This design comes from an exercise in tuning for small area, a short achievable clock period and few clock cycles per item on the open sky130 flow, not from production work. Function was checked by simulation only, so behaviour that the tests miss may differ from the original. No activity file was given, so power comes from the tool's default toggle rates.

===== flow/run.sh =====
#!/bin/bash
# synth_recipe.tcl (not shown) runs the flow's synth.tcl, then flattens the netlist and writes it again
# the make line also repeats each setting of config.mk as NAME=value (left out here)
make -C /OpenROAD-flow-scripts/flow DESIGN_CONFIG=/design/flow/config.mk WORK_HOME=/design/flow/orfs CLKGATE_MAP_FILE= SYNTH_SCRIPT=/design/flow/synth_recipe.tcl finish

===== flow/design.v =====
`default_nettype none
package gqd_pkg;
  localparam int PIX_W       = 8;
  localparam int NOISE_W     = 16;
  localparam int LVL_W       = 9;
  localparam int DIM_W       = 13;
  localparam int POS_W       = 12;
  localparam int ADDR_W      = 4;
  localparam int DATA_W      = 32;
  localparam logic [LVL_W-1:0] LEVELS_RST = 9'd16;
  localparam logic [DIM_W-1:0] WIDTH_RST  = 13'd640;
  localparam logic [DIM_W-1:0] HEIGHT_RST = 13'd480;
  typedef enum logic [1:0] {
    REG_LEVELS = 2'd0,
    REG_DITHER = 2'd1,
    REG_WIDTH  = 2'd2,
    REG_HEIGHT = 2'd3
  } gqd_reg_t;
endpackage
`default_nettype wire
`default_nettype none
module gqd_div (
  input  wire logic [7:0] a,
  input  wire logic [6:0] mf,
  output logic      [7:0] prod
);
  logic ws1;
  logic wc1;
  logic ws2;
  logic wc2;
  logic ws3;
  logic wc3;
  logic ws4;
  logic wc4;
  logic ws5;
  logic wc5;
  logic ws6;
  logic wc6;
  logic ws7;
  logic wc7;
  logic ws8;
  logic wc8;
  logic ws9;
  logic wc9;
  logic ws10;
  logic wc10;
  logic ws11;
  logic wc11;
  logic ws12;
  logic wc12;
  logic ws13;
  logic wc13;
  logic ws14;
  logic wc14;
  logic ws15;
  logic wc15;
  logic ws16;
  logic wc16;
  logic ws17;
  logic wc17;
  logic ws18;
  logic wc18;
  logic ws19;
  logic wc19;
  logic ws20;
  logic wc20;
  logic ws21;
  logic wc21;
  logic ws22;
  logic wc22;
  logic ws23;
  logic wc23;
  logic ws24;
  logic wc24;
  logic ws25;
  logic wc25;
  logic ws26;
  logic wc26;
  logic ws27;
  logic wc27;
  logic ws28;
  logic wc28;
  logic ws29;
  logic wc29;
  logic ws30;
  logic wc30;
  logic ws31;
  logic wc31;
  logic ws32;
  logic wc32;
  logic ws33;
  logic wc33;
  logic ws34;
  logic wc34;
  logic ws35;
  logic wc35;
  assign ws1 = (a[0] & mf[6]) ^ (a[1] & mf[5]);
  assign wc1 = (a[0] & mf[6]) & (a[1] & mf[5]);
  assign ws2 = (a[1] & mf[6]) ^ (a[2] & mf[5]) ^ (a[3] & mf[4]);
  assign wc2 = ((a[1] & mf[6]) & (a[2] & mf[5])) | ((a[1] & mf[6]) & (a[3] & mf[4])) | ((a[2] & mf[5]) & (a[3] & mf[4]));
  assign ws3 = (a[2] & mf[6]) ^ (a[3] & mf[5]);
  assign wc3 = (a[2] & mf[6]) & (a[3] & mf[5]);
  assign ws4 = (a[0] & mf[4]) ^ (a[1] & mf[3]);
  assign wc4 = (a[0] & mf[4]) & (a[1] & mf[3]);
  assign ws5 = (a[0] & mf[5]) ^ (a[1] & mf[4]) ^ (a[2] & mf[3]);
  assign wc5 = ((a[0] & mf[5]) & (a[1] & mf[4])) | ((a[0] & mf[5]) & (a[2] & mf[3])) | ((a[1] & mf[4]) & (a[2] & mf[3]));
  assign ws6 = (a[3] & mf[2]) ^ (a[4] & mf[1]);
  assign wc6 = (a[3] & mf[2]) & (a[4] & mf[1]);
  assign ws7 = (a[2] & mf[4]) ^ (a[3] & mf[3]) ^ (a[4] & mf[2]);
  assign wc7 = ((a[2] & mf[4]) & (a[3] & mf[3])) | ((a[2] & mf[4]) & (a[4] & mf[2])) | ((a[3] & mf[3]) & (a[4] & mf[2]));
  assign ws8 = (a[5] & mf[1]) ^ (a[6] & mf[0]) ^ ws1;
  assign wc8 = ((a[5] & mf[1]) & (a[6] & mf[0])) | ((a[5] & mf[1]) & ws1) | ((a[6] & mf[0]) & ws1);
  assign ws9 = (a[4] & mf[3]) ^ (a[5] & mf[2]) ^ (a[6] & mf[1]);
  assign wc9 = ((a[4] & mf[3]) & (a[5] & mf[2])) | ((a[4] & mf[3]) & (a[6] & mf[1])) | ((a[5] & mf[2]) & (a[6] & mf[1]));
  assign ws10 = (a[0] | (a[7] & mf[0])) ^ wc1 ^ ws2;
  assign wc10 = ((a[0] | (a[7] & mf[0])) & wc1) | ((a[0] | (a[7] & mf[0])) & ws2) | (wc1 & ws2);
  assign ws11 = (a[4] & mf[4]) ^ (a[5] & mf[3]) ^ (a[6] & mf[2]);
  assign wc11 = ((a[4] & mf[4]) & (a[5] & mf[3])) | ((a[4] & mf[4]) & (a[6] & mf[2])) | ((a[5] & mf[3]) & (a[6] & mf[2]));
  assign ws12 = (a[1] | (a[7] & mf[1])) ^ wc2 ^ ws3;
  assign wc12 = ((a[1] | (a[7] & mf[1])) & wc2) | ((a[1] | (a[7] & mf[1])) & ws3) | (wc2 & ws3);
  assign ws13 = (a[3] & mf[6]) ^ (a[4] & mf[5]) ^ (a[5] & mf[4]);
  assign wc13 = ((a[3] & mf[6]) & (a[4] & mf[5])) | ((a[3] & mf[6]) & (a[5] & mf[4])) | ((a[4] & mf[5]) & (a[5] & mf[4]));
  assign ws14 = (a[6] & mf[3]) ^ (a[2] | (a[7] & mf[2])) ^ wc3;
  assign wc14 = ((a[6] & mf[3]) & (a[2] | (a[7] & mf[2]))) | ((a[6] & mf[3]) & wc3) | ((a[2] | (a[7] & mf[2])) & wc3);
  assign ws15 = (a[4] & mf[6]) ^ (a[5] & mf[5]) ^ (a[6] & mf[4]);
  assign wc15 = ((a[4] & mf[6]) & (a[5] & mf[5])) | ((a[4] & mf[6]) & (a[6] & mf[4])) | ((a[5] & mf[5]) & (a[6] & mf[4]));
  assign ws16 = (a[0] & mf[3]) ^ (a[1] & mf[2]);
  assign wc16 = (a[0] & mf[3]) & (a[1] & mf[2]);
  assign ws17 = (a[2] & mf[2]) ^ (a[3] & mf[1]) ^ (a[4] & mf[0]);
  assign wc17 = ((a[2] & mf[2]) & (a[3] & mf[1])) | ((a[2] & mf[2]) & (a[4] & mf[0])) | ((a[3] & mf[1]) & (a[4] & mf[0]));
  assign ws18 = (a[5] & mf[0]) ^ wc4 ^ ws5;
  assign wc18 = ((a[5] & mf[0]) & wc4) | ((a[5] & mf[0]) & ws5) | (wc4 & ws5);
  assign ws19 = wc5 ^ wc6 ^ ws7;
  assign wc19 = (wc5 & wc6) | (wc5 & ws7) | (wc6 & ws7);
  assign ws20 = wc7 ^ wc8 ^ ws9;
  assign wc20 = (wc7 & wc8) | (wc7 & ws9) | (wc8 & ws9);
  assign ws21 = wc9 ^ wc10 ^ ws11;
  assign wc21 = (wc9 & wc10) | (wc9 & ws11) | (wc10 & ws11);
  assign ws22 = wc11 ^ wc12 ^ ws13;
  assign wc22 = (wc11 & wc12) | (wc11 & ws13) | (wc12 & ws13);
  assign ws23 = (a[3] | (a[7] & mf[3])) ^ wc13 ^ wc14;
  assign wc23 = ((a[3] | (a[7] & mf[3])) & wc13) | ((a[3] | (a[7] & mf[3])) & wc14) | (wc13 & wc14);
  assign ws24 = (a[5] & mf[6]) ^ (a[6] & mf[5]) ^ (a[4] | (a[7] & mf[4]));
  assign wc24 = ((a[5] & mf[6]) & (a[6] & mf[5])) | ((a[5] & mf[6]) & (a[4] | (a[7] & mf[4]))) | ((a[6] & mf[5]) & (a[4] | (a[7] & mf[4])));
  assign ws25 = (a[0] & mf[2]) ^ (a[1] & mf[1]);
  assign wc25 = (a[0] & mf[2]) & (a[1] & mf[1]);
  assign ws26 = (a[2] & mf[1]) ^ (a[3] & mf[0]) ^ ws16;
  assign wc26 = ((a[2] & mf[1]) & (a[3] & mf[0])) | ((a[2] & mf[1]) & ws16) | ((a[3] & mf[0]) & ws16);
  assign ws27 = ws4 ^ wc16 ^ ws17;
  assign wc27 = (ws4 & wc16) | (ws4 & ws17) | (wc16 & ws17);
  assign ws28 = ws6 ^ wc17 ^ ws18;
  assign wc28 = (ws6 & wc17) | (ws6 & ws18) | (wc17 & ws18);
  assign ws29 = ws8 ^ wc18 ^ ws19;
  assign wc29 = (ws8 & wc18) | (ws8 & ws19) | (wc18 & ws19);
  assign ws30 = ws10 ^ wc19 ^ ws20;
  assign wc30 = (ws10 & wc19) | (ws10 & ws20) | (wc19 & ws20);
  assign ws31 = ws12 ^ wc20 ^ ws21;
  assign wc31 = (ws12 & wc20) | (ws12 & ws21) | (wc20 & ws21);
  assign ws32 = ws14 ^ wc21 ^ ws22;
  assign wc32 = (ws14 & wc21) | (ws14 & ws22) | (wc21 & ws22);
  assign ws33 = ws15 ^ wc22 ^ ws23;
  assign wc33 = (ws15 & wc22) | (ws15 & ws23) | (wc22 & ws23);
  assign ws34 = wc15 ^ wc23 ^ ws24;
  assign wc34 = (wc15 & wc23) | (wc15 & ws24) | (wc23 & ws24);
  assign ws35 = (a[6] & mf[6]) ^ (a[5] | (a[7] & mf[5])) ^ wc24;
  assign wc35 = ((a[6] & mf[6]) & (a[5] | (a[7] & mf[5]))) | ((a[6] & mf[6]) & wc24) | ((a[5] | (a[7] & mf[5])) & wc24);
  logic [14:0] row_a, row_b;
  assign row_a = {a[7], (a[6] | (a[7] & mf[6])), wc34, wc33, wc32, wc31, wc30, wc29, wc28, wc27, wc26, wc25, (a[2] & mf[0]), (a[0] & mf[1]), (a[0] & mf[0])};
  assign row_b = {1'b0, wc35, ws35, ws34, ws33, ws32, ws31, ws30, ws29, ws28, ws27, ws26, ws25, (a[1] & mf[0]), 1'b0};
  logic [14:0] sum;
  assign sum  = row_a + row_b;
  assign prod = sum[14:7];
endmodule
module gqd_mulr (
  input  wire logic [7:0] v,
  input  wire logic [7:0] n,
  output logic      [7:0] r
);
  logic ws1;
  logic wc1;
  logic ws2;
  logic wc2;
  logic ws3;
  logic wc3;
  logic ws4;
  logic wc4;
  logic ws5;
  logic wc5;
  logic ws6;
  logic wc6;
  logic ws7;
  logic wc7;
  logic ws8;
  logic wc8;
  logic ws9;
  logic wc9;
  logic ws10;
  logic wc10;
  logic ws11;
  logic wc11;
  logic ws12;
  logic wc12;
  logic ws13;
  logic wc13;
  logic ws14;
  logic wc14;
  logic ws15;
  logic wc15;
  logic ws16;
  logic wc16;
  logic ws17;
  logic wc17;
  logic ws18;
  logic wc18;
  logic ws19;
  logic wc19;
  logic ws20;
  logic wc20;
  logic ws21;
  logic wc21;
  logic ws22;
  logic wc22;
  logic ws23;
  logic wc23;
  assign ws1 = (v[0] & n[6]) ^ (v[1] & n[5]);
  assign wc1 = (v[0] & n[6]) & (v[1] & n[5]);
  assign ws2 = (v[0] & n[7]) ^ (v[1] & n[6]) ^ (v[2] & n[5]);
  assign wc2 = ((v[0] & n[7]) & (v[1] & n[6])) | ((v[0] & n[7]) & (v[2] & n[5])) | ((v[1] & n[6]) & (v[2] & n[5]));
  assign ws3 = (v[3] & n[4]) ^ (v[4] & n[3]);
  assign wc3 = (v[3] & n[4]) & (v[4] & n[3]);
  assign ws4 = (v[0] & n[4]) ^ (v[1] & n[3]);
  assign wc4 = (v[0] & n[4]) & (v[1] & n[3]);
  assign ws5 = (v[0] & n[5]) ^ (v[1] & n[4]) ^ (v[2] & n[3]);
  assign wc5 = ((v[0] & n[5]) & (v[1] & n[4])) | ((v[0] & n[5]) & (v[2] & n[3])) | ((v[1] & n[4]) & (v[2] & n[3]));
  assign ws6 = (v[3] & n[2]) ^ (v[4] & n[1]);
  assign wc6 = (v[3] & n[2]) & (v[4] & n[1]);
  assign ws7 = (v[2] & n[4]) ^ (v[3] & n[3]) ^ (v[4] & n[2]);
  assign wc7 = ((v[2] & n[4]) & (v[3] & n[3])) | ((v[2] & n[4]) & (v[4] & n[2])) | ((v[3] & n[3]) & (v[4] & n[2]));
  assign ws8 = (v[5] & n[1]) ^ (v[6] & n[0]) ^ ws1;
  assign wc8 = ((v[5] & n[1]) & (v[6] & n[0])) | ((v[5] & n[1]) & ws1) | ((v[6] & n[0]) & ws1);
  assign ws9 = (v[5] & n[2]) ^ (v[6] & n[1]) ^ (v[7] & n[0]);
  assign wc9 = ((v[5] & n[2]) & (v[6] & n[1])) | ((v[5] & n[2]) & (v[7] & n[0])) | ((v[6] & n[1]) & (v[7] & n[0]));
  assign ws10 = wc1 ^ ws2 ^ ws3;
  assign wc10 = (wc1 & ws2) | (wc1 & ws3) | (ws2 & ws3);
  assign ws11 = (v[0] & n[3]) ^ (v[1] & n[2]);
  assign wc11 = (v[0] & n[3]) & (v[1] & n[2]);
  assign ws12 = (v[2] & n[2]) ^ (v[3] & n[1]) ^ (v[4] & n[0]);
  assign wc12 = ((v[2] & n[2]) & (v[3] & n[1])) | ((v[2] & n[2]) & (v[4] & n[0])) | ((v[3] & n[1]) & (v[4] & n[0]));
  assign ws13 = (v[5] & n[0]) ^ wc4 ^ ws5;
  assign wc13 = ((v[5] & n[0]) & wc4) | ((v[5] & n[0]) & ws5) | (wc4 & ws5);
  assign ws14 = wc5 ^ wc6 ^ ws7;
  assign wc14 = (wc5 & wc6) | (wc5 & ws7) | (wc6 & ws7);
  assign ws15 = wc7 ^ wc8 ^ ws9;
  assign wc15 = (wc7 & wc8) | (wc7 & ws9) | (wc8 & ws9);
  assign ws16 = wc2 ^ wc3 ^ wc9;
  assign wc16 = (wc2 & wc3) | (wc2 & wc9) | (wc3 & wc9);
  assign ws17 = (v[0] & n[2]) ^ (v[1] & n[1]);
  assign wc17 = (v[0] & n[2]) & (v[1] & n[1]);
  assign ws18 = (v[2] & n[1]) ^ (v[3] & n[0]) ^ ws11;
  assign wc18 = ((v[2] & n[1]) & (v[3] & n[0])) | ((v[2] & n[1]) & ws11) | ((v[3] & n[0]) & ws11);
  assign ws19 = ws4 ^ wc11 ^ ws12;
  assign wc19 = (ws4 & wc11) | (ws4 & ws12) | (wc11 & ws12);
  assign ws20 = ws6 ^ wc12 ^ ws13;
  assign wc20 = (ws6 & wc12) | (ws6 & ws13) | (wc12 & ws13);
  assign ws21 = ws8 ^ wc13 ^ ws14;
  assign wc21 = (ws8 & wc13) | (ws8 & ws14) | (wc13 & ws14);
  assign ws22 = ws10 ^ wc14 ^ ws15;
  assign wc22 = (ws10 & wc14) | (ws10 & ws15) | (wc14 & ws15);
  assign ws23 = wc10 ^ wc15 ^ ws16;
  assign wc23 = (wc10 & wc15) | (wc10 & ws16) | (wc15 & ws16);
  logic [7:0] row_a, row_b;
  assign row_a = {wc21, wc20, wc19, wc18, wc17, (v[2] & n[0]), (v[0] & n[1]), (v[0] & n[0])};
  assign row_b = {ws22, ws21, ws20, ws19, ws18, ws17, (v[1] & n[0]), 1'b0};
  assign r = row_a + row_b;
endmodule
`default_nettype wire
`default_nettype none
module gqd_build
(
  input  wire logic [8:0] levels,
  output logic [2:0]      shift,
  output logic [6:0]      mul,
  output logic            big,
  output logic            pow2
);
  logic [7:0] nm1;
  logic [7:0] d;
  always_comb begin
    nm1   = levels[7:0] - 1'b1;           
    big   = levels > 9'd128;
    pow2  = !big && ((levels & (levels - 1'b1)) == 9'd0);
    shift = nm1[6] ? 3'd7 : nm1[5] ? 3'd6 : nm1[4] ? 3'd5 : nm1[3] ? 3'd4 :
            nm1[2] ? 3'd3 : nm1[1] ? 3'd2 : nm1[0] ? 3'd1 : 3'd0;
    if (levels == 9'd0) begin
      shift = 3'd0;
    end
    d = (levels == 9'd0) ? 8'd128 : 8'(levels[7:0] << (3'd7 - shift));
    case (6'(d - 8'd65))
      6'd0: mul = 7'd125;
      6'd1: mul = 7'd121;
      6'd2: mul = 7'd117;
      6'd3: mul = 7'd113;
      6'd4: mul = 7'd110;
      6'd5: mul = 7'd107;
      6'd6: mul = 7'd103;
      6'd7: mul = 7'd100;
      6'd8: mul = 7'd97;
      6'd9: mul = 7'd94;
      6'd10: mul = 7'd91;
      6'd11: mul = 7'd88;
      6'd12: mul = 7'd85;
      6'd13: mul = 7'd83;
      6'd14: mul = 7'd80;
      6'd15: mul = 7'd77;
      6'd16: mul = 7'd75;
      6'd17: mul = 7'd72;
      6'd18: mul = 7'd70;
      6'd19: mul = 7'd68;
      6'd20: mul = 7'd65;
      6'd21: mul = 7'd63;
      6'd22: mul = 7'd61;
      6'd23: mul = 7'd59;
      6'd24: mul = 7'd57;
      6'd25: mul = 7'd55;
      6'd26: mul = 7'd53;
      6'd27: mul = 7'd51;
      6'd28: mul = 7'd49;
      6'd29: mul = 7'd47;
      6'd30: mul = 7'd45;
      6'd31: mul = 7'd43;
      6'd32: mul = 7'd41;
      6'd33: mul = 7'd40;
      6'd34: mul = 7'd38;
      6'd35: mul = 7'd36;
      6'd36: mul = 7'd35;
      6'd37: mul = 7'd33;
      6'd38: mul = 7'd32;
      6'd39: mul = 7'd30;
      6'd40: mul = 7'd29;
      6'd41: mul = 7'd27;
      6'd42: mul = 7'd26;
      6'd43: mul = 7'd24;
      6'd44: mul = 7'd23;
      6'd45: mul = 7'd21;
      6'd46: mul = 7'd20;
      6'd47: mul = 7'd19;
      6'd48: mul = 7'd17;
      6'd49: mul = 7'd16;
      6'd50: mul = 7'd15;
      6'd51: mul = 7'd14;
      6'd52: mul = 7'd13;
      6'd53: mul = 7'd11;
      6'd54: mul = 7'd10;
      6'd55: mul = 7'd9;
      6'd56: mul = 7'd8;
      6'd57: mul = 7'd7;
      6'd58: mul = 7'd6;
      6'd59: mul = 7'd5;
      6'd60: mul = 7'd4;
      6'd61: mul = 7'd3;
      6'd62: mul = 7'd2;
      6'd63: mul = 7'd0;
      default: mul = '0;
    endcase
  end
endmodule
`default_nettype wire
`default_nettype none
module gqd_pipe
(
  input  wire logic        clk,
  input  wire logic        rst_n,
  input  wire logic [7:0]  n_lo_i,      
  input  wire logic [2:0]  shift_i,     
  input  wire logic [6:0]  mul_i,
  input  wire logic        big_i,
  input  wire logic        pow2_i,
  input  wire logic        dither_i,
  input  wire logic [12:0] width_i,
  input  wire logic [12:0] height_i,
  input  wire logic        in_valid,
  output logic             in_ready,
  input  wire logic [23:0] in_data,
  output logic             out_valid,
  input  wire logic        out_ready,
  output logic [8:0]       out_data
);
  localparam int PW = gqd_pkg::POS_W;
  logic en, accept;
  logic sk_valid_r;
  assign en       = !sk_valid_r;
  assign in_ready = en;
  assign accept   = in_valid && en;
  logic [PW-1:0] col_r, row_r;
  logic [PW:0]   col_p1, row_p1;
  logic          row_end, plane_end, pos;
  always_comb begin
    col_p1    = {1'b0, col_r} + 1'b1;
    row_p1    = {1'b0, row_r} + 1'b1;
    row_end   = col_p1[PW] || (col_p1 >= width_i);
    plane_end = row_end && (row_p1[PW] || (row_p1 >= height_i));
    pos       = !(col_r[0] ^ row_r[0]);
  end
  always_ff @(posedge clk) begin
    if (!rst_n) begin
      col_r <= '0;
      row_r <= '0;
    end else if (accept) begin
      col_r <= row_end ? '0 : col_p1[PW-1:0];
      if (row_end) begin
        row_r <= plane_end ? '0 : row_p1[PW-1:0];
      end
    end
  end
  logic       s1_v, s1_pe, s1_up, s1_incu, s1_incd;
  logic [7:0] s1_p;
  logic [6:0] s1_fh;
  always_ff @(posedge clk) begin
    if (!rst_n) begin
      s1_v <= 1'b0;
    end else if (en) begin
      s1_v <= accept;
    end
    if (en) begin
      s1_pe   <= plane_end;
      s1_p    <= in_data[23:16];
      s1_fh   <= dither_i ? in_data[15:9] : 7'd0;
      s1_up   <= dither_i && pos;
      s1_incu <= dither_i && pos && (in_data[15:0] != 16'd0);
      s1_incd <= dither_i && !pos && (in_data[15:0] == 16'hFFFF);
    end
  end
  logic [7:0] p1;
  gqd_div u_div1 (
    .a    ({1'b0, s1_fh}),
    .mf   (mul_i),
    .prod (p1)
  );
  logic       s2_v, s2_pe, s2_up, s2_inc;
  logic [7:0] s2_p;
  logic [7:0] s2_prod;
  always_ff @(posedge clk) begin
    if (!rst_n) begin
      s2_v <= 1'b0;
    end else if (en) begin
      s2_v <= s1_v;
    end
    if (en) begin
      s2_pe   <= s1_pe;
      s2_p    <= s1_p;
      s2_up   <= s1_up;
      s2_inc  <= s1_incu || (s1_incd && pow2_i);
      s2_prod <= big_i ? 8'd0 : p1;
    end
  end
  logic [6:0] q1;
  logic [9:0] vsum;
  logic [7:0] v;
  always_comb begin
    q1 = 7'(s2_prod >> shift_i);
    if (s2_up) begin
      vsum = {2'b00, s2_p} + {3'b000, q1} + {9'd0, s2_inc};
      v    = vsum[8] ? 8'hFF : vsum[7:0];
    end else begin
      vsum = {2'b00, s2_p} - {3'b000, q1} - {9'd0, s2_inc};
      v    = vsum[9] ? 8'h00 : vsum[7:0];
    end
  end
  logic       s3_v, s3_pe;
  logic [7:0] s3_vp;
  always_ff @(posedge clk) begin
    if (!rst_n) begin
      s3_v <= 1'b0;
    end else if (en) begin
      s3_v <= s2_v;
    end
    if (en) begin
      s3_pe <= s2_pe;
      s3_vp <= v;
    end
  end
  logic [7:0] r, y;
  logic       sgn;
  gqd_mulr u_mulr (
    .v (s3_vp),
    .n (n_lo_i),
    .r (r)
  );
  always_comb begin
    sgn = r > 8'd128;
    y   = sgn ? 8'(r - 8'd129) : 8'(8'd128 - r);
  end
  logic       s4_v, s4_pe, s4_sgn;
  logic [7:0] s4_vp, s4_y;
  always_ff @(posedge clk) begin
    if (!rst_n) begin
      s4_v <= 1'b0;
    end else if (en) begin
      s4_v <= s3_v;
    end
    if (en) begin
      s4_pe  <= s3_pe;
      s4_vp  <= s3_vp;
      s4_y   <= y;
      s4_sgn <= sgn;
    end
  end
  logic [7:0] p2;
  gqd_div u_div2 (
    .a    (s4_y),
    .mf   (mul_i),
    .prod (p2)
  );
  logic       s5_v, s5_pe, s5_sgn;
  logic [7:0] s5_vp;
  logic [7:0] s5_prod;
  always_ff @(posedge clk) begin
    if (!rst_n) begin
      s5_v <= 1'b0;
    end else if (en) begin
      s5_v <= s4_v;
    end
    if (en) begin
      s5_pe   <= s4_pe;
      s5_vp   <= s4_vp;
      s5_sgn  <= s4_sgn;
      s5_prod <= big_i ? 8'd0 : p2;
    end
  end
  logic [7:0] q2;
  logic [8:0] osum;
  logic [7:0] opix;
  always_comb begin
    q2 = 8'(s5_prod >> shift_i);
    if (s5_sgn) begin
      osum = {1'b0, s5_vp} - {1'b0, q2} - 9'd1;    
    end else begin
      osum = {1'b0, s5_vp} + {1'b0, q2};
    end
    opix = osum[8] ? 8'hFF : osum[7:0];
  end
  logic       out_valid_r;
  logic [8:0] out_data_r, sk_data_r;
  always_ff @(posedge clk) begin
    if (!rst_n) begin
      out_valid_r <= 1'b0;
      sk_valid_r  <= 1'b0;
    end else if (en) begin
      if (!out_valid_r || out_ready) begin
        out_valid_r <= s5_v;
      end else begin
        sk_valid_r  <= s5_v;
      end
    end else if (out_ready) begin
      sk_valid_r  <= 1'b0;
    end
    if (en) begin
      if (!out_valid_r || out_ready) begin
        out_data_r <= {opix, s5_pe};
      end else begin
        sk_data_r  <= {opix, s5_pe};
      end
    end else if (out_ready) begin
      out_data_r <= sk_data_r;
    end
  end
  assign out_valid = out_valid_r;
  assign out_data  = out_data_r;
endmodule
`default_nettype wire
`default_nettype none
module gray_quantizer_with_dither
(
  input  wire logic              clk,
  input  wire logic              rst_n,
  input  wire logic              in_valid,
  output logic                   in_ready,
  input  wire logic [23:0]       in_data,
  output logic                   out_valid,
  input  wire logic              out_ready,
  output logic [8:0]             out_data,
  input  wire logic              psel,
  input  wire logic              penable,
  input  wire logic              pwrite,
  input  wire logic [gqd_pkg::ADDR_W-1:0] paddr,
  input  wire logic [gqd_pkg::DATA_W-1:0] pwdata,
  output logic [gqd_pkg::DATA_W-1:0]      prdata,
  output logic                   pready
);
  logic [gqd_pkg::LVL_W-1:0] levels_r;
  logic                      dither_r;
  logic [gqd_pkg::DIM_W-1:0] width_r;
  logic [gqd_pkg::DIM_W-1:0] height_r;
  logic [7:0]                n_lo;
  logic [2:0]                shift_r;
  logic [6:0]                mul_r;
  gqd_pkg::gqd_reg_t         reg_idx;
  logic                      wr_en;
  assign pready  = 1'b1;
  assign reg_idx = gqd_pkg::gqd_reg_t'(paddr[gqd_pkg::ADDR_W-1:2]);
  assign wr_en   = psel && penable && pwrite;
  always_ff @(posedge clk) begin
    if (!rst_n) begin
      levels_r <= gqd_pkg::LEVELS_RST;
      dither_r <= 1'b0;
      width_r  <= gqd_pkg::WIDTH_RST;
      height_r <= gqd_pkg::HEIGHT_RST;
    end else if (wr_en) begin
      case (reg_idx)
        gqd_pkg::REG_LEVELS: levels_r <= pwdata[gqd_pkg::LVL_W-1:0];
        gqd_pkg::REG_DITHER: dither_r <= pwdata[0];
        gqd_pkg::REG_WIDTH:  width_r  <= pwdata[gqd_pkg::DIM_W-1:0];
        gqd_pkg::REG_HEIGHT: height_r <= pwdata[gqd_pkg::DIM_W-1:0];
        default: begin
        end
      endcase
    end
  end
  logic [2:0] shift_c;
  logic [6:0] mul_c;
  logic       big_c, pow2_c;
  gqd_build u_build (
    .levels (levels_r),
    .shift  (shift_c),
    .mul    (mul_c),
    .big    (big_c),
    .pow2   (pow2_c)
  );
  always_ff @(posedge clk) begin
    shift_r <= shift_c;
    mul_r   <= mul_c;
  end
  assign n_lo = (levels_r == '0) ? 8'd1 : levels_r[7:0];
  always_comb begin
    case (reg_idx)
      gqd_pkg::REG_LEVELS: prdata = gqd_pkg::DATA_W'(levels_r);
      gqd_pkg::REG_DITHER: prdata = gqd_pkg::DATA_W'(dither_r);
      gqd_pkg::REG_WIDTH:  prdata = gqd_pkg::DATA_W'(width_r);
      gqd_pkg::REG_HEIGHT: prdata = gqd_pkg::DATA_W'(height_r);
      default:             prdata = '0;
    endcase
  end
  gqd_pipe u_pipe (
    .clk       (clk),
    .rst_n     (rst_n),
    .n_lo_i    (n_lo),
    .shift_i   (shift_r),
    .mul_i     (mul_r),
    .big_i     (big_c),
    .pow2_i    (pow2_c),
    .dither_i  (dither_r),
    .width_i   (width_r),
    .height_i  (height_r),
    .in_valid  (in_valid),
    .in_ready  (in_ready),
    .in_data   (in_data),
    .out_valid (out_valid),
    .out_ready (out_ready),
    .out_data  (out_data)
  );
endmodule
`default_nettype wire

===== flow/constraint.sdc =====
create_clock -name core_clock -period 8.0 [get_ports {clk}]
set_input_delay 1.6000 -clock core_clock [delete_from_list [all_inputs] [get_ports {clk}]]
set_output_delay 1.6000 -clock core_clock [all_outputs]
set_load 0.01 [all_outputs]

===== flow/config.mk =====
export PLATFORM = sky130hd
export DESIGN_NAME = gray_quantizer_with_dither
export DESIGN_NICKNAME = gray_quantizer_with_dither
export VERILOG_FILES = /design/flow/design.v
export SDC_FILE = /design/flow/constraint.sdc
export NUM_CORES = 4
export LEC_CHECK = 0
export ABC_AREA = 1
export CAP_MARGIN = 20
export CORE_MARGIN = 2
export CORE_UTILIZATION = 45
export CTS_BUF_LIST = sky130_fd_sc_hd__clkbuf_4 sky130_fd_sc_hd__clkbuf_8
export CTS_CLUSTER_SIZE = 40
export SETUP_SLACK_MARGIN = 3.5
export SLEW_MARGIN = 20

==> results of run 1 <==
area by class of cell:
cell class,instances,area (µm²)
clock inverters,14,141
inverters,365,1390
flip-flops and latches,178,4600
clock buffers,18,248
well taps,442,553
multi-input cells,1338,8790
fillers,3173,16100
repair buffers,88,835
what timing repair did:
| action | 4_1_cts | 5_1_grt |
|---|---|---|
| pin swaps | 3 | 0 |
| buffers inserted | 4 | 10 |
| resized for setup | 41 | 21 |
| setup endpoints to repair | 20 | 41 |
critical path, stage by stage:
cell                              delay, ns
sky130_fd_sc_hd__clkdlybuf4s15_2       0.27
sky130_fd_sc_hd__nor2_4                0.19
sky130_fd_sc_hd__clkinvlp_4            0.16
sky130_fd_sc_hd__buf_4                 0.16
sky130_fd_sc_hd__o221ai_2              0.19
sky130_fd_sc_hd__clkdlybuf4s15_2       0.26
metrics by stage:
| stage | hold WS [ns] | utilization [%] | power [W] |
|---|---|---|---|
| 6_report | 0.428 | 50.8 | 0.00428 |
| 4_1_cts | 0.429 | 50.4 | 0.00430 |
| 3_3_place_gp | 0.402 | 48.9 | 0.00362 |
| 2_1_floorplan | 0.400 | - | 0.00311 |
| 5_1_grt | 0.436 | 50.8 | 0.00477 |
| 3_5_place_dp | 0.405 | 48.9 | 0.00366 |
final timing paths:
check                                startpoint         endpoint  slack [ns]  cells after the start
worst min-delay path            u_pipe.s4_vp[4]  u_pipe.s5_vp[4]        0.43                      0
worst max register to register      levels_r[0]   u_pipe.s4_y[0]        3.78                     27
worst min register to register  u_pipe.s4_vp[4]  u_pipe.s5_vp[4]        0.43                      0
worst max-delay path                   paddr[2]        prdata[2]        3.57                      6
flip-flops by register name, indices dropped and copies added (netlist names), 3 cells and up:
signal,count
shift_r,3
u_pipe.sk_data_r,9
u_pipe.s1_fh,7
levels_r,9
u_pipe.s1_p,8
u_pipe.s5_vp,8
u_pipe.s3_vp,8
u_pipe.col_r,12
u_pipe.s2_prod,8
u_pipe.row_r,12
u_pipe.out_data_r,9
height_r,13
u_pipe.s5_prod,8
u_pipe.s2_p,8
width_r,13
u_pipe.s4_vp,8
u_pipe.s4_y,8
mul_r,7
power by group through the flow:
stage / logic (W) / clock network (W) / registers, W
final: 0.00226 / 0.000615 / 0.00141
after global routing: 0.00266 / 0.000675 / 0.00143
after CTS: 0.00225 / 0.000638 / 0.00141
after global placement: 0.00219 / 0 / 0.00143
after detailed placement: 0.00223 / 0 / 0.00143
after floorplan: 0.00182 / 0 / 0.00130
Yosys cell counts (8+ instances only):
| cell type | instances | area share (%) |
|---|---|---|
| sky130_fd_sc_hd__nand2_1 | 484 | 12 |
| sky130_fd_sc_hd__inv_1 | 357 | 8.9 |
| sky130_fd_sc_hd__ha_1 | 126 | 11 |
| sky130_fd_sc_hd__a21oi_1 | 120 | 4.0 |
| sky130_fd_sc_hd__o21ai_0 | 104 | 3.5 |
| sky130_fd_sc_hd__nor2_1 | 103 | 2.6 |
| sky130_fd_sc_hd__edfxtp_1 | 101 | 20 |
| sky130_fd_sc_hd__nand3_1 | 84 | 2.8 |
| sky130_fd_sc_hd__dfxtp_1 | 77 | 10 |
| sky130_fd_sc_hd__fa_1 | 75 | 10 |
| sky130_fd_sc_hd__clkbuf_1 | 42 | 1.1 |
| sky130_fd_sc_hd__xor2_1 | 41 | 2.4 |
| sky130_fd_sc_hd__buf_4 | 21 | 1.1 |
| sky130_fd_sc_hd__nand4_1 | 15 | 0.63 |
| sky130_fd_sc_hd__o211ai_1 | 14 | 0.70 |
| sky130_fd_sc_hd__xnor2_1 | 12 | 0.70 |
| sky130_fd_sc_hd__nand2_2 | 11 | 0.46 |
| sky130_fd_sc_hd__nor3_1 | 10 | 0.33 |
| sky130_fd_sc_hd__nor4_1 | 10 | 0.42 |
| sky130_fd_sc_hd__o221ai_1 | 10 | 0.58 |
| sky130_fd_sc_hd__nand3b_1 | 8 | 0.40 |
| sky130_fd_sc_hd__o21bai_1 | 8 | 0.40 |
per-layer routing:
layer | part of all wire (%) | routed length [µm] | global-route usage [%] | vias to the layer above
met5 | 0 | 0 | 0 | -
met1 | 49 | 16400 | 26.9 | 5748
met3 | 3.9 | 1310 | 3.10 | 26
li1 | - | - | - | 6256
met4 | 1.0 | 350 | 3.79 | 0
met2 | 46 | 15300 | 32.3 | 226
cells by family after synthesis:
group                    count (synthesis)
AO/OA/AOI/OAI                          299
AND/OR/NAND/NOR                        764
buffers and inverters                  437
other                                    2
flip-flops                             178
XOR/XNOR                                54
adder cells (fa/ha/maj)                201
==> out/results.tsv, run 1 <==
metric	value	unit
timing.critical_path.fanout_max	6	
height_of_the_die	186	µm
timing.fmax	0.226	GHz
num_io_pins	111	
worst_vdd_ir	0.214	mV
remaining_drc_errors	0	
power.switching_fraction	45.2	%
gpl.final_weighted_congestion	0.880	
grt_util_all_layers	19.4	%
relative_max_transition_margin	31.8	%
floorplan.die_area	34800	µm²
grt_start_max_net_pins	78	
cts.clk_slew.worst_paths	0.10	ns
yosys-mux-area-fraction	0	%
numPlacedInstances	2397	
finalWorstSetupSlack	3.57	ns
initial_utilization	45.9	%
synth_simple_gate_area_share	22.5	%
antenna-diode-count	0	
cell_area_synth	15000	µm²
dominant_combinational_cell_family_by_area_after_synthesis	simple AND/OR/NAND/NOR gates	
timing.final.crit_share	55.4	%
combinationalPowerShare	52.8	%
synth.lib_cells_used.distinct	58	
run_status	timing/DRC/antenna clean	
worstSetupStartpointType	primary input	
timing.hold.worst.class	flip-flop to flip-flop	
async_sr_flop_fraction	0	%
rsz0062_at_grt	yes	
first_global_vias	11565	
layout-area-overhead-vs-synth	10.5	%
drv_slew	0	
syn-mean-instance-area	7.74	µm²
numCtsBuffers	17	
drt-initial-drc-count	786	
report.final.setup_viol	0	
clock_tree.buffer_depth	2	
cts_tree	done	
fin_setup_tns	0	ns
share_of_post_route_cells_with_drive_strength_above_1	6.60	%
transition_time_at_the_pin_with_the_least_slew_margin	1.02	ns
final-hold-violation-count	0	
post_synth_fa_ha_maj_area_fraction	20.5	%
postPlaceCellArea	15900	µm²
dp.final_hpwl	25500	µm
finalCriticalPeriod	4.43	ns
core_area	32600	µm²
viasPerCell	5.02	
synth_xor_xnor_area_share	3.21	%
minimum_setup_slack_after_placement	2.53	ns
floorplan.die.width	186	µm
cts_hold_buffers	0	
post_synth_edffs	101	
num-nets-final	2256	
compound_gate_fraction_of_synth_area	11.3	%
cts_sinks	178	
cts-htree-levels	4	
power_per_cell_area	259	nW/µm²
via_count	12256	
layout.cells.most_common	sky130_fd_sc_hd__nand2_1	
synth-seq-area-share	30.5	%
post_drt_wl_per_cell	13.6	µm
ys_warn_count	3	
place.port_buffers	69	
antenna_found_initial	0	
cap_viol_max_count	0	
p_leak	8.27	nW
routed_antenna_nets	0	
drt_first_pass_iters	5	
grt_first_pass_wirelength	55600	µm
seq_power_share	32.9	%
core.rowCount	66	
critical_path.endpoint_type	output port	
postRouteWirelength	33300	µm
worstSkewPairLatency	0.48	ns
pwr-share-clk	14.3	%
globalRoute.totalOverflow	0	
final-instance-count-excl-fill	2443	
netlist_instances	1935	
skew	0.0155	ns
mostFrequentLayoutCells	sky130_fd_sc_hd__nand2_1, sky130_fd_sc_hd__inv_1, sky130_fd_sc_hd__ha_1, sky130_fd_sc_hd__a21oi_1	
start_to_end_type_of_the_worst_setup_path	primary input to output port	
power_report.internal_total	0.00235	W
ys.flop_type	sky130_fd_sc_hd__edfxtp_1	
worstPathRequired	6.40	ns
final_design_area_no_fill	16600	µm²
critical_path_arrival	2.83	ns
cts.root.buffer_cell	sky130_fd_sc_hd__clkbuf_8	
total_switching_power	0.00194	W
synth.ff_latch_count	178	
Testbench counts, summed over its fixed seeds: cycles 131,552, pixels 131,072.
==> inputs of run 2 (changes only) <==
--- a/flow/config.mk
+++ b/flow/config.mk
@@ -12,4 +12,4 @@
 export CTS_BUF_LIST = sky130_fd_sc_hd__clkbuf_4 sky130_fd_sc_hd__clkbuf_8
 export CTS_CLUSTER_SIZE = 40
-export SETUP_SLACK_MARGIN = 3.5
+export SETUP_SLACK_MARGIN = 3.0
 export SLEW_MARGIN = 20
==> run 2 against run 1 <==
Synthesized cell count unchanged. Register-to-register slack got worse by 0.35 ns. Flip-flop and latch count is the same. Hold slack worse by 0.0044 ns. Clock skew is 0.0026 ns higher. Die area unchanged. Critical path type unchanged. Highest routed layer unchanged.
==> out/results.tsv, run 2 <==
metric	value	unit	change
ys.flop_type	sky130_fd_sc_hd__edfxtp_1		unchanged
core_area	32600	µm²	unchanged
synth.lib_cells_used.distinct	58		unchanged
postRouteWirelength	33400	µm	was 33300 µm
start_to_end_type_of_the_worst_setup_path	primary input to output port		unchanged
post-synth-top-area-fraction	20.2	%	unchanged
run_status	timing/DRC/antenna clean		unchanged
nFillCells	3207		was 3173
num_io_pins	111		unchanged
crit_chain	dlygate4sd2_1 -> inv_1 -> nor2_4 -> buf_4 -> nand2_1 -> o221ai_1 -> clkdlybuf4s50_1		was clkdlybuf4s15_2 -> nor2_4 -> clkinvlp_4 -> buf_4 -> o221ai_2 -> clkdlybuf4s15_2
gpl.final_weighted_congestion	0.898		was 0.880
synth_top_cell_by_area	sky130_fd_sc_hd__edfxtp_1		unchanged
grt_first_pass_wirelength	56300	µm	was 55600 µm
ys_top_cells_by_count	sky130_fd_sc_hd__nand2_1, sky130_fd_sc_hd__inv_1, sky130_fd_sc_hd__ha_1		unchanged
synth.ff_latch_count	178		unchanged
remaining_drc_errors	0		unchanged
timing.critical_path.slowest_stage_cell	sky130_fd_sc_hd__clkdlybuf4s50_1		was sky130_fd_sc_hd__clkdlybuf4s15_2
rsz0062_at_grt	no		was yes
largest_registers	height_r (13), width_r (13)		unchanged
multi_input_comb_area	8730	µm²	was 8790 µm²
cap_viol_max_count	0		unchanged
critical_path.endpoint_type	output port		unchanged
p_leak	8.14	nW	was 8.27 nW
ys_warn_count	3		unchanged
relative_max_transition_margin	34.4	%	was 31.8%
timing.final.crit_share	60.2	%	was 55.4%
timing.reg2reg.worst_path_depth	27		unchanged
worst_path_largest_cell_delay	0.60	ns	was 0.27 ns
register_area	4580	µm²	was 4600 µm²
floorplan.die_area	34800	µm²	unchanged
syn-mean-instance-area	7.74	µm²	unchanged
finalCriticalPeriod	4.81	ns	was 4.43 ns
layout-area-overhead-vs-synth	9.29	%	was 10.5%
post_synth_edffs	101		unchanged
height_of_the_die	186	µm	unchanged
synth-seq-area-share	30.5	%	unchanged
place.port_buffers	69		unchanged
fin_setup_tns	0	ns	unchanged
first_global_vias	11808		was 11565
timing.critical_path.fanout_max	6		unchanged
synthTopCellsByArea	sky130_fd_sc_hd__edfxtp_1, sky130_fd_sc_hd__nand2_1, sky130_fd_sc_hd__ha_1		unchanged
worstSkewPairLatency	0.49	ns	was 0.48 ns
regToRegStartpoint	levels_r[0]		unchanged
cts.clk_slew.worst_paths	0.09	ns	was 0.10 ns
timing.fmax	0.208	GHz	was 0.226 GHz
clock_tree.buffer_depth	2		unchanged
grt_start_max_net_pins	77		was 78
min_delay_path_depth	0		unchanged
cts_tree	done		unchanged
worstSetupStartpointType	primary input		unchanged
path_delay_family	buffers and inverters		unchanged
routed_antenna_nets	0		unchanged
drt-initial-drc-count	767		was 786
crit_start	paddr[3]		was paddr[2]
number_of_buffer_and_inverter_stages_on_the_critical_path	4		unchanged
final-hold-violation-count	0		unchanged
worstReg2RegEnd	u_pipe.s4_y[2]		was u_pipe.s4_y[0]
hold-path-endpoint	u_pipe.s5_vp[4]		unchanged
num-nets-final	2246		was 2256
cell_area_synth	15000	µm²	unchanged
via_count	12206		was 12256
report.final.setup_viol	0		unchanged
cts.root.buffer_cell	sky130_fd_sc_hd__clkbuf_8		unchanged
worst_vdd_ir	0.266	mV	was 0.214 mV
power_per_cell_area	261	nW/µm²	was 259 nW/µm²
core.rowCount	66		unchanged
timing.hold.worst.class	flip-flop to flip-flop		unchanged
initial_utilization	45.9	%	unchanged
netlist_instances	1935		unchanged
drv_slew	0		unchanged
numCtsBuffers	17		unchanged
antenna_found_initial	0		unchanged
globalRoute.totalOverflow	0		unchanged
post_drt_wl_per_cell	13.7	µm	was 13.6 µm
critical_path_arrival	3.21	ns	was 2.83 ns
post-route-util	50.2	%	was 50.8%
floorplan.die.width	186	µm	unchanged
hold_start	u_pipe.s4_vp[4]		unchanged
share_of_post_route_cells_with_drive_strength_above_1	4.97	%	was 6.60%
yosys.cell_count.top_type	sky130_fd_sc_hd__nand2_1		unchanged
worst-r2r-setup-slack	3.43	ns	was 3.78 ns
mostFrequentLayoutCells	sky130_fd_sc_hd__nand2_1, sky130_fd_sc_hd__inv_1, sky130_fd_sc_hd__ha_1, sky130_fd_sc_hd__a21oi_1, sky130_fd_sc_hd__o21ai_0		was sky130_fd_sc_hd__nand2_1, sky130_fd_sc_hd__inv_1, sky130_fd_sc_hd__ha_1, sky130_fd_sc_hd__a21oi_1
viasPerCell	5.02		about the same
grt_util_all_layers	19.6	%	was 19.4%
skew	0.0181	ns	was 0.0155 ns
cts-htree-levels	4		unchanged
cts_sinks	178		unchanged
transition_time_at_the_pin_with_the_least_slew_margin	0.984	ns	was 1.02 ns
worstPathRequired	6.40	ns	about the same
antenna-diode-count	0		unchanged
dp.final_hpwl	25700	µm	was 25500 µm
drt_first_pass_iters	7		was 5
layout.cells.most_common	sky130_fd_sc_hd__nand2_1		unchanged
async_sr_flop_fraction	0	%	unchanged
cts_hold_buffers	0		unchanged
[run 2: cell counts after synthesis]
Identical to the previous run, type by type.
[run 2: cell type report]
cell class	count	share of cell area, %
repair buffers	78	4.62
flip-flops and latches	178	27.9
clock buffers	19	1.52
multi-input cells	1338	53.3
clock inverters	13	0.780
inverters	365	8.45
well taps	442	3.38
[run 2: worst reg2reg max path, cell delays in order (launching register included)]
cell and delay [ns]:
sky130_fd_sc_hd__dfxtp_1 0.45, sky130_fd_sc_hd__clkinvlp_4 0.18, sky130_fd_sc_hd__ha_1 0.23, sky130_fd_sc_hd__nand3_1 0.18
sky130_fd_sc_hd__nor2_8 0.07, sky130_fd_sc_hd__nand2_8 0.13, sky130_fd_sc_hd__inv_6 0.06, sky130_fd_sc_hd__nor2_4 0.14
sky130_fd_sc_hd__nand2_1 0.10, sky130_fd_sc_hd__fa_1 0.52, sky130_fd_sc_hd__inv_1 0.05, sky130_fd_sc_hd__fa_1 0.44
sky130_fd_sc_hd__ha_1 0.34, sky130_fd_sc_hd__a21oi_1 0.15, sky130_fd_sc_hd__o21ai_1 0.12, sky130_fd_sc_hd__nand2_1 0.08
sky130_fd_sc_hd__nand2_1 0.05, sky130_fd_sc_hd__a21oi_1 0.15, sky130_fd_sc_hd__xnor2_1 0.15, sky130_fd_sc_hd__inv_1 0.06
sky130_fd_sc_hd__nand2_1 0.07, sky130_fd_sc_hd__nand2_1 0.05, sky130_fd_sc_hd__nand2_1 0.06, sky130_fd_sc_hd__nand2_1 0.10
sky130_fd_sc_hd__inv_2 0.15, sky130_fd_sc_hd__nand2_2 0.13, sky130_fd_sc_hd__nand2_1 0.08, sky130_fd_sc_hd__nand2_1 0.05
[run 2: logic make-up (layout without fill, tap and decap cells)]
logic type / count (synthesis) / after routing / synth area share, %
DFF: 178 / 178 / 30.5
AOI/OAI and AO/OA: 299 / 299 / 11.3
other: 2 / 20 / 0.0501
xor gates and xnor gates: 54 / 54 / 3.21
and+or+nand+nor: 764 / 764 / 22.5
buffers and inverters: 437 / 475 / 11.8
adders and majority gates: 201 / 201 / 20.5
[run 2: per-stage QoR]
step                      hold WS, ns  worst slack [ns]  instance area, µm²  power [W]  instances
after floorplan                 0.400              3.26               15000    0.00311       1953
after global placement          0.402              2.53               15900    0.00363       2397
after detailed placement        0.405              2.53               15900    0.00367       2397
after CTS                       0.428              3.18               16300    0.00431       2430
after global routing            0.432              3.07               16400    0.00475       2433
final                           0.424              3.19               16400    0.00427       2433
[run 2: repair_timing]
action                                  4_1_cts  5_1_grt
setup buffers                                 1        3
pin swaps                                     1        0
resized for setup                             8        4
endpoints found under the setup margin       13        6
[run 2: worst max path at each step]
| stage | slack (ns) | to | cells past startpoint |
|---|---|---|---|
| after detailed placement | 2.53 | prdata[5] | 6 |
| after global routing | 3.07 | u_pipe.s4_y[2] | 27 |
| after CTS | 3.18 | prdata[5] | 6 |
| final | 3.19 | prdata[1] | 7 |
| after floorplan | 3.26 | in_ready | 3 |
| after global placement | 2.53 | prdata[6] | 6 |
[run 2: routing by layer]
layer / track usage [%] / routed length (µm)
met5: 0 / 0
met1: 26.6 / 16200
met2: 32.6 / 15300
met3: 3.01 / 1310
met4: 5.53 / 559
[run 2: where the power goes]
part / internal, W / switching (W) / leakage, nW
registers: 0.00120 / 0.000214 / 1.74
clock network: 0.000259 / 0.000356 / 0.195
logic: 0.000890 / 0.00134 / 6.21
==> inputs of run 3 (changes only) <==
--- a/flow/config.mk
+++ b/flow/config.mk
@@ -12,4 +12,5 @@
 export CTS_BUF_LIST = sky130_fd_sc_hd__clkbuf_4 sky130_fd_sc_hd__clkbuf_8
 export CTS_CLUSTER_SIZE = 40
-export SETUP_SLACK_MARGIN = 3.0
+export SETUP_SLACK_MARGIN = 3.8
 export SLEW_MARGIN = 20
+export TNS_END_PERCENT = 50
==> run 3 against run 2 <==
Maximum frequency increased by 14%. Global-route usage decreased by 0.18 points. Highest routed layer unchanged. Clock-buffer cell count shrank 1. Largest cell class unchanged. Sequential power about the same. Cell count is 1.2% higher. Synthesized cell count stayed put. Register-to-register slack better by 0.53 ns. Routed wire length up 0.12%.
==> out/results.tsv, run 3 <==
metric	value	unit	change
compound_gate_fraction_of_synth_area	11.3	%	unchanged
first_global_vias	11608		was 11808
post_synth_fa_ha_maj_area_fraction	20.5	%	unchanged
globalRoute.totalOverflow	0		unchanged
dp.final_hpwl	25500	µm	was 25700 µm
post-synth-top-area-fraction	20.2	%	unchanged
timing.hold.worst.class	flip-flop to flip-flop		unchanged
core_area	32600	µm²	unchanged
synth_top_cell_by_area	sky130_fd_sc_hd__edfxtp_1		unchanged
layout.cells.most_common	sky130_fd_sc_hd__nand2_1		unchanged
num-nets-final	2275		was 2246
floorplan.die.width	186	µm	unchanged
relative_max_transition_margin	31.9	%	was 34.4%
crit_chain	buf_2 -> nor2_4 -> clkinvlp_4 -> buf_4 -> o221ai_2 -> buf_2		was dlygate4sd2_1 -> inv_1 -> nor2_4 -> buf_4 -> nand2_1 -> o221ai_1 -> clkdlybuf4s50_1
drt-initial-drc-count	767		unchanged
critical_path.endpoint_type	output port		unchanged
globalRouteMet2Util	32.3	%	was 32.6%
cts_sinks	178		unchanged
p_total	0.00436	W	was 0.00427 W
cts.root.buffer_cell	sky130_fd_sc_hd__clkbuf_8		unchanged
critPathMostFrequentCell	sky130_fd_sc_hd__buf_2		
path_delay_family	buffers and inverters		unchanged
drv_slew	0		unchanged
num_io_pins	111		unchanged
ys.flop_type	sky130_fd_sc_hd__edfxtp_1		unchanged
ys_top_cells_by_count	sky130_fd_sc_hd__nand2_1, sky130_fd_sc_hd__inv_1, sky130_fd_sc_hd__ha_1		unchanged
largest_registers	height_r (13), width_r (13)		unchanged
antenna_found_initial	0		unchanged
cts.clk_slew.worst_paths	0.10	ns	was 0.09 ns
grt_start_max_net_pins	78		was 77
grt_util_met3	3.10	%	was 3.01%
critical_path_arrival	2.61	ns	was 3.21 ns
netlist_instances	1935		unchanged
dominant_combinational_cell_family_by_area_after_synthesis	simple AND/OR/NAND/NOR gates		unchanged
cts-htree-levels	4		unchanged
worstPathRequired	6.40	ns	about the same
yosys.cell_count.top_type	sky130_fd_sc_hd__nand2_1		unchanged
async_sr_flop_fraction	0	%	unchanged
numCtsBuffers	17		unchanged
finalCriticalPeriod	4.21	ns	was 4.81 ns
antenna-diode-count	0		unchanged
postRouteWirelength	33500	µm	was 33400 µm
synth.lib_cells_used.distinct	58		unchanged
cell_area_synth	15000	µm²	unchanged
run_status	timing/DRC/antenna clean		unchanged
via_count	12286		was 12206
synth_xor_xnor_area_share	3.21	%	unchanged
yosys-mux-area-fraction	0	%	unchanged
grt_util_all_layers	19.4	%	was 19.6%
floorplan.die_area	34800	µm²	unchanged
share_of_post_route_cells_with_drive_strength_above_1	9.11	%	was 4.97%
cts_hold_buffers	0		unchanged
height_of_the_die	186	µm	unchanged
timing.final.crit_share	52.6	%	was 60.2%
cap_viol_max_count	0		unchanged
clock_tree.buffer_depth	2		unchanged
final_design_area_no_fill	16800	µm²	was 16400 µm²
power_per_cell_area	260	nW/µm²	was 261 nW/µm²
postPlaceCellArea	15900	µm²	unchanged
remaining_drc_errors	0		unchanged
start_to_end_type_of_the_worst_setup_path	primary input to output port		unchanged
final-hold-violation-count	0		unchanged
ys_warn_count	3		unchanged
timing.fmax	0.238	GHz	was 0.208 GHz
post_drt_wl_per_cell	13.6	µm	was 13.7 µm
grt.met1_usage	27.0	%	was 26.6%
fin_setup_tns	0	ns	unchanged
worst_vdd_ir	0.225	mV	was 0.266 mV
grt_first_pass_wirelength	55800	µm	was 56300 µm
worstSkewPairLatency	0.48	ns	was 0.49 ns
p_leak	8.34	nW	was 8.14 nW
skew	0.0175	ns	was 0.0181 ns
worst_path_largest_cell_delay	0.18	ns	was 0.60 ns
syn-mean-instance-area	7.74	µm²	unchanged
mostFrequentLayoutCells	sky130_fd_sc_hd__nand2_1, sky130_fd_sc_hd__inv_1, sky130_fd_sc_hd__ha_1, sky130_fd_sc_hd__a21oi_1		was sky130_fd_sc_hd__nand2_1, sky130_fd_sc_hd__inv_1, sky130_fd_sc_hd__ha_1, sky130_fd_sc_hd__a21oi_1, sky130_fd_sc_hd__o21ai_0
number_of_buffer_and_inverter_stages_on_the_critical_path	4		unchanged
synth.ff_latch_count	178		unchanged
timing.critical_path.slowest_stage_cell	sky130_fd_sc_hd__o221ai_2		was sky130_fd_sc_hd__clkdlybuf4s50_1
drt_first_pass_iters	5		was 7
initial_utilization	45.9	%	unchanged
synthTopCellsByArea	sky130_fd_sc_hd__edfxtp_1, sky130_fd_sc_hd__nand2_1, sky130_fd_sc_hd__ha_1		unchanged
layout-area-overhead-vs-synth	12.0	%	was 9.29%
post_synth_edffs	101		unchanged
synth-seq-area-share	30.5	%	unchanged
report.final.setup_viol	0		unchanged
core.rowCount	66		unchanged
synth_simple_gate_area_share	22.5	%	unchanged
worstSetupStartpointType	primary input		unchanged
rsz0062_at_grt	yes		was no
gpl.final_weighted_congestion	0.880		was 0.898
timing.critical_path.fanout_max	6		unchanged
cts_tree	done		unchanged
place.port_buffers	69		unchanged
routed_antenna_nets	0		unchanged
viasPerCell	4.99		was 5.02
grt.busiest_layer	met2		unchanged
transition_time_at_the_pin_with_the_least_slew_margin	1.02	ns	was 0.984 ns
run 3: what timing repair did:
action | 4_1_cts | 5_1_grt
pin swaps | 3 | 8
setup endpoints to repair | 31 | 57
hold endpoints to repair | 0 | 0
gates cloned | 0 | 1
gates resized for setup | 83 | 38
buffers inserted | 8 | 24
run 3: through the flow:
step / instances / util [%] / setup slack [ns] / hold slack, ns
detailed placement: 2397 / 48.9 / 2.53 / 0.405
floorplan: 1953 / - / 3.90 / 0.400
global placement: 2397 / 48.9 / 2.53 / 0.402
finish: 2462 / 51.4 / 3.79 / 0.426
CTS: 2437 / 50.5 / 3.78 / 0.429
global route: 2462 / 51.4 / 3.71 / 0.436
run 3: power by group:
| group | total [W] | leakage, nW | internal, W | switching, W |
|---|---|---|---|---|
| Clock | 0.000613 | 0.195 | 0.000239 | 0.000374 |
| Sequential | 0.00141 | 1.74 | 0.00121 | 0.000199 |
| Combinational | 0.00234 | 6.40 | 0.000950 | 0.00139 |
| Total | 0.00436 | 8.34 | 0.00240 | 0.00196 |
run 3: worst paths after layout:
path	from	cells past startpoint	to	slack [ns]
worst min-delay path	u_pipe.s4_vp[4]	0	u_pipe.s5_vp[4]	0.43
worst max-delay path	paddr[2]	6	prdata[2]	3.79
worst min register to register	u_pipe.s4_vp[4]	0	u_pipe.s5_vp[4]	0.43
worst max register to register	u_pipe.s4_y[1]	15	u_pipe.s5_prod[7]	3.96
run 3: cell type report:
class | count | area [µm²]
clock buffers | 18 | 248
clock inverters | 14 | 141
fillers | 3156 | 15800
inverters | 365 | 1400
multi-input cells | 1338 | 8890
flip-flops and latches | 178 | 4610
well taps | 442 | 553
repair buffers | 106 | 927
repair inverters | 1 | 5.00
run 3: cells by family (layout without fill, tap and decap cells):
kind of cell,after synthesis,in the layout
AOI/OAI and AO/OA,299,299
xor gates and xnor gates,54,54
adders and majority gates,201,201
buffers and inverters,437,504
DFF,178,178
other,2,20
and+or+nand+nor,764,764
run 3: routing by layer:
metal	part of all wire, %	vias to the layer above
li1	-	6296
met1	49	5743
met2	46	221
met3	3.7	26
met4	1.1	0
met5	0	-
==> inputs of run 4 (changes only) <==
--- a/flow/config.mk
+++ b/flow/config.mk
@@ -7,5 +7,5 @@
 export LEC_CHECK = 0
 export ABC_AREA = 1
-export CAP_MARGIN = 20
+export CAP_MARGIN = 0
 export CORE_MARGIN = 2
 export CORE_UTILIZATION = 45
@@ -13,4 +13,3 @@
 export CTS_CLUSTER_SIZE = 40
 export SETUP_SLACK_MARGIN = 3.8
-export SLEW_MARGIN = 20
-export TNS_END_PERCENT = 50
+export SLEW_MARGIN = 0
==> run 4 against run 3 <==
Still clean on timing, DRC and antenna. Maximum frequency increased by 0.63%. Critical path depth stayed put. First-iteration DRC count down 2.1%. Clock-buffer cell count stayed put. Final area grew 0.34%. Flip-flop and latch count is the same. Power is 0.14% higher. Highest routed layer unchanged.
==> out/results.tsv, run 4 <==
metric	value	unit	change
run_status	timing/DRC/antenna clean		unchanged
hold_start	u_pipe.s4_vp[4]		unchanged
grt.met1_usage	27.0	%	about the same
worstSetupStartpointType	primary input		unchanged
cts_sinks	178		unchanged
pwr-share-clk	14.1	%	about the same
min_delay_path_depth	0		unchanged
grt_util_met3	3.10	%	unchanged
report.final.setup_viol	0		unchanged
post_synth_edffs	101		unchanged
synth_top_cell_by_area	sky130_fd_sc_hd__edfxtp_1		unchanged
power_report.internal_total	0.00240	W	about the same
grt_util_all_layers	19.5	%	was 19.4%
combinationalPowerShare	53.9	%	was 53.6%
yosys.cell_count.top_type	sky130_fd_sc_hd__nand2_1		unchanged
final-instance-count-excl-fill	2465		was 2462
layout-area-overhead-vs-synth	12.3	%	was 12.0%
place.port_buffers	69		unchanged
drt_first_pass_iters	5		unchanged
seq_power_share	32.1	%	was 32.3%
p_leak	8.37	nW	was 8.34 nW
worstReg2RegEnd	u_pipe.s5_prod[7]		unchanged
nFillCells	3136		was 3156
netlist_instances	1935		unchanged
viasPerCell	5.00		was 4.99
share_of_post_route_cells_with_drive_strength_above_1	9.24	%	was 9.11%
timing.critical_path.slowest_stage_cell	sky130_fd_sc_hd__clkinvlp_4		was sky130_fd_sc_hd__o221ai_2
worst-r2r-setup-slack	3.92	ns	was 3.96 ns
cts-htree-levels	4		unchanged
antenna_found_initial	0		unchanged
synth-seq-area-share	30.5	%	unchanged
num-nets-final	2278		was 2275
core.rowCount	66		unchanged
final-hold-violation-count	0		unchanged
synthTopCellsByArea	sky130_fd_sc_hd__edfxtp_1, sky130_fd_sc_hd__nand2_1, sky130_fd_sc_hd__ha_1		unchanged
gpl.final_weighted_congestion	0.880		unchanged
cts.clk_slew.worst_paths	0.10	ns	about the same
finalCriticalPeriod	4.18	ns	was 4.21 ns
ys.flop_type	sky130_fd_sc_hd__edfxtp_1		unchanged
critical_path_arrival	2.58	ns	was 2.61 ns
p_total	0.00437	W	was 0.00436 W
start_to_end_type_of_the_worst_setup_path	primary input to output port		unchanged
postRouteWirelength	33600	µm	was 33500 µm
largest_registers	height_r (13), width_r (13)		unchanged
timing.reg2reg.worst_path_depth	15		unchanged
grt.busiest_layer	met2		unchanged
register_area	4610	µm²	unchanged
drt-initial-drc-count	751		was 767
hold-path-endpoint	u_pipe.s5_vp[4]		unchanged
power.switching_fraction	45.0	%	about the same
skew	0.0160	ns	was 0.0175 ns
fin_setup_tns	0	ns	unchanged
floorplan.die.width	186	µm	unchanged
cts_hold_buffers	0		unchanged
regToRegStartpoint	u_pipe.s4_y[1]		unchanged
globalRouteMet2Util	32.3	%	about the same
multi_input_comb_area	8900	µm²	was 8890 µm²
remaining_drc_errors	0		unchanged
layout.cells.most_common	sky130_fd_sc_hd__nand2_1		unchanged
cts.root.buffer_cell	sky130_fd_sc_hd__clkbuf_8		unchanged
timing.critical_path.fanout_max	5		was 6
syn-mean-instance-area	7.74	µm²	unchanged
worstPathRequired	6.40	ns	about the same
post-synth-top-area-fraction	20.2	%	unchanged
numCtsBuffers	17		unchanged
total_switching_power	0.00196	W	about the same
mostFrequentLayoutCells	sky130_fd_sc_hd__nand2_1, sky130_fd_sc_hd__inv_1, sky130_fd_sc_hd__ha_1, sky130_fd_sc_hd__a21oi_1		unchanged
grt_start_max_net_pins	78		unchanged
cell_area_synth	15000	µm²	unchanged
first_global_vias	11611		was 11608
clock_tree.buffer_depth	2		unchanged
power_per_cell_area	259	nW/µm²	was 260 nW/µm²
async_sr_flop_fraction	0	%	unchanged
timing.hold.worst.class	flip-flop to flip-flop		unchanged
height_of_the_die	186	µm	unchanged
worst_vdd_ir	0.218	mV	was 0.225 mV
transition_time_at_the_pin_with_the_least_slew_margin	1.04	ns	was 1.02 ns
timing.final.crit_share	52.3	%	was 52.6%
relative_max_transition_margin	30.5	%	was 31.9%
cap_viol_max_count	0		unchanged
ys_warn_count	3		unchanged
core_area	32600	µm²	unchanged
globalRoute.totalOverflow	0		unchanged
critical_path.endpoint_type	output port		unchanged
drv_slew	0		unchanged
routed_antenna_nets	0		unchanged
num_io_pins	111		unchanged
rsz0062_at_grt	yes		unchanged
ys_top_cells_by_count	sky130_fd_sc_hd__nand2_1, sky130_fd_sc_hd__inv_1, sky130_fd_sc_hd__ha_1		unchanged
worst_path_largest_cell_delay	0.18	ns	about the same
dp.final_hpwl	25500	µm	unchanged
initial_utilization	45.9	%	unchanged
via_count	12328		was 12286
synth.lib_cells_used.distinct	58		unchanged
crit_chain	buf_4 -> nor2_4 -> clkinvlp_4 -> buf_6 -> o221ai_4 -> buf_2		was buf_2 -> nor2_4 -> clkinvlp_4 -> buf_4 -> o221ai_2 -> buf_2
cts_tree	done		unchanged
antenna-diode-count	0		unchanged
post_drt_wl_per_cell	13.6	µm	about the same
timing.fmax	0.239	GHz	was 0.238 GHz
worstSkewPairLatency	0.47	ns	was 0.48 ns
synth.ff_latch_count	178		unchanged
numPlacedInstances	2397		unchanged
floorplan.die_area	34800	µm²	unchanged
grt_first_pass_wirelength	55800	µm	about the same
==> run 4: stage by stage <==
step	hold WS, ns	area [µm²]	utilization (%)	setup slack (ns)
after CTS	0.429	16500	50.6	3.78
final	0.427	16800	51.6	3.82
after global routing	0.436	16800	51.6	3.74
after floorplan	0.400	15000	-	3.90
after global placement	0.402	15900	48.9	2.53
after detailed placement	0.405	15900	48.9	2.53
==> run 4: what timing repair did <==
action | CTS | global route
pin swaps | 3 | 12
resized for setup | 85 | 45
setup endpoints to repair | 31 | 40
setup buffers | 13 | 22
cloned | 0 | 1
==> run 4: layout make-up <==
class | instances | share of cell area (%)
Sequential cell | 178 | 27.4
Tap cell | 442 | 3.29
Timing Repair inverter | 1 | 0.0297
Clock buffer | 18 | 1.47
Timing Repair Buffer | 109 | 5.78
Multi-Input combinational cell | 1338 | 52.9
Inverter | 365 | 8.30
Clock inverter | 14 | 0.840
==> run 4: routing by layer <==
layer	wire length, µm	vias up
li1	-	6296
met4	339	0
met3	1410	23
met2	15600	240
met5	0	-
met1	16300	5769
==> run 4: critical path, delay by kind of cell <==
kind | cells | cell delay [ns]
buffers and inverters | 4 | 0.65
and+or+nand+nor | 1 | 0.16
AOI/OAI and AO/OA | 1 | 0.17
==> run 4: how the worst max path moves through the flow <==
| stage | from | endpoint | slack, ns | depth (start not counted) |
|---|---|---|---|---|
| after floorplan | levels_r[1] | u_pipe.s4_y[3] | 3.90 | 27 |
| after global placement | paddr[3] | prdata[5] | 2.53 | 6 |
| after detailed placement | paddr[3] | prdata[5] | 2.53 | 6 |
| after CTS | paddr[3] | prdata[5] | 3.78 | 6 |
| after global routing | u_pipe.s4_y[3] | u_pipe.s5_prod[7] | 3.74 | 15 |
| final | paddr[3] | prdata[2] | 3.82 | 6 |
==> run 4: power groups by stage <==
stage                     combinational (W)  clock, W  sequential, W
after floorplan                     0.00182         0        0.00130
after global placement              0.00219         0        0.00143
after detailed placement            0.00223         0        0.00143
after CTS                           0.00227  0.000638        0.00141
after global routing                0.00275  0.000675        0.00142
final                               0.00235  0.000614        0.00140
==> run 4: logic make-up (layout without fill, tap and decap cells) <==
family | count (synthesis) | count (layout) | synth area share [%]
adder cells (fa/ha/maj) | 201 | 201 | 20.5
XOR/XNOR | 54 | 54 | 3.21
AO/OA/AOI/OAI | 299 | 299 | 11.3
flip-flops | 178 | 178 | 30.5
other | 2 | 20 | 0.0501
buffers and inverters | 437 | 507 | 11.8
AND/OR/NAND/NOR | 764 | 764 | 22.5

-- what the ideal ports hide --
How much do the figures lean on ideal ports? The routed layouts below were timed once more, with nothing changed but the port constraints.
Step 1 sets driving cells, clkbuf_16 on the clock port and buf_2 on the other inputs (assumed; they add their load-dependent delay and slew).
Step 2 adds t to the input delays and takes it off the output delays; t is the mean of the earliest and latest rising clock arrival at the registers after step 1. Input paths then give back, and output paths get back, about the clock's delay inside the block.
a / b / c = ideal / step 1 / step 2; a / b = the first two.
run	t, ns	setup WS [ns]	worst register clock-pin slew, ns	cell pins on the clock port's net
run 1	0.520	3.571 / 3.551 / 3.551	0.11 / 0.11	1
run 2	0.529	3.188 / 3.165 / 3.165	0.11 / 0.11	1
run 3	0.516	3.793 / 3.770 / 3.770	0.11 / 0.11	1
run 4	0.516	3.819 / 3.795 / 3.795	0.11 / 0.11	1
After both steps every run listed still meets setup and hold. The setup slack of run 4, which loses most, moves by -0.024 ns with the drivers and by -0.024 ns with both steps.
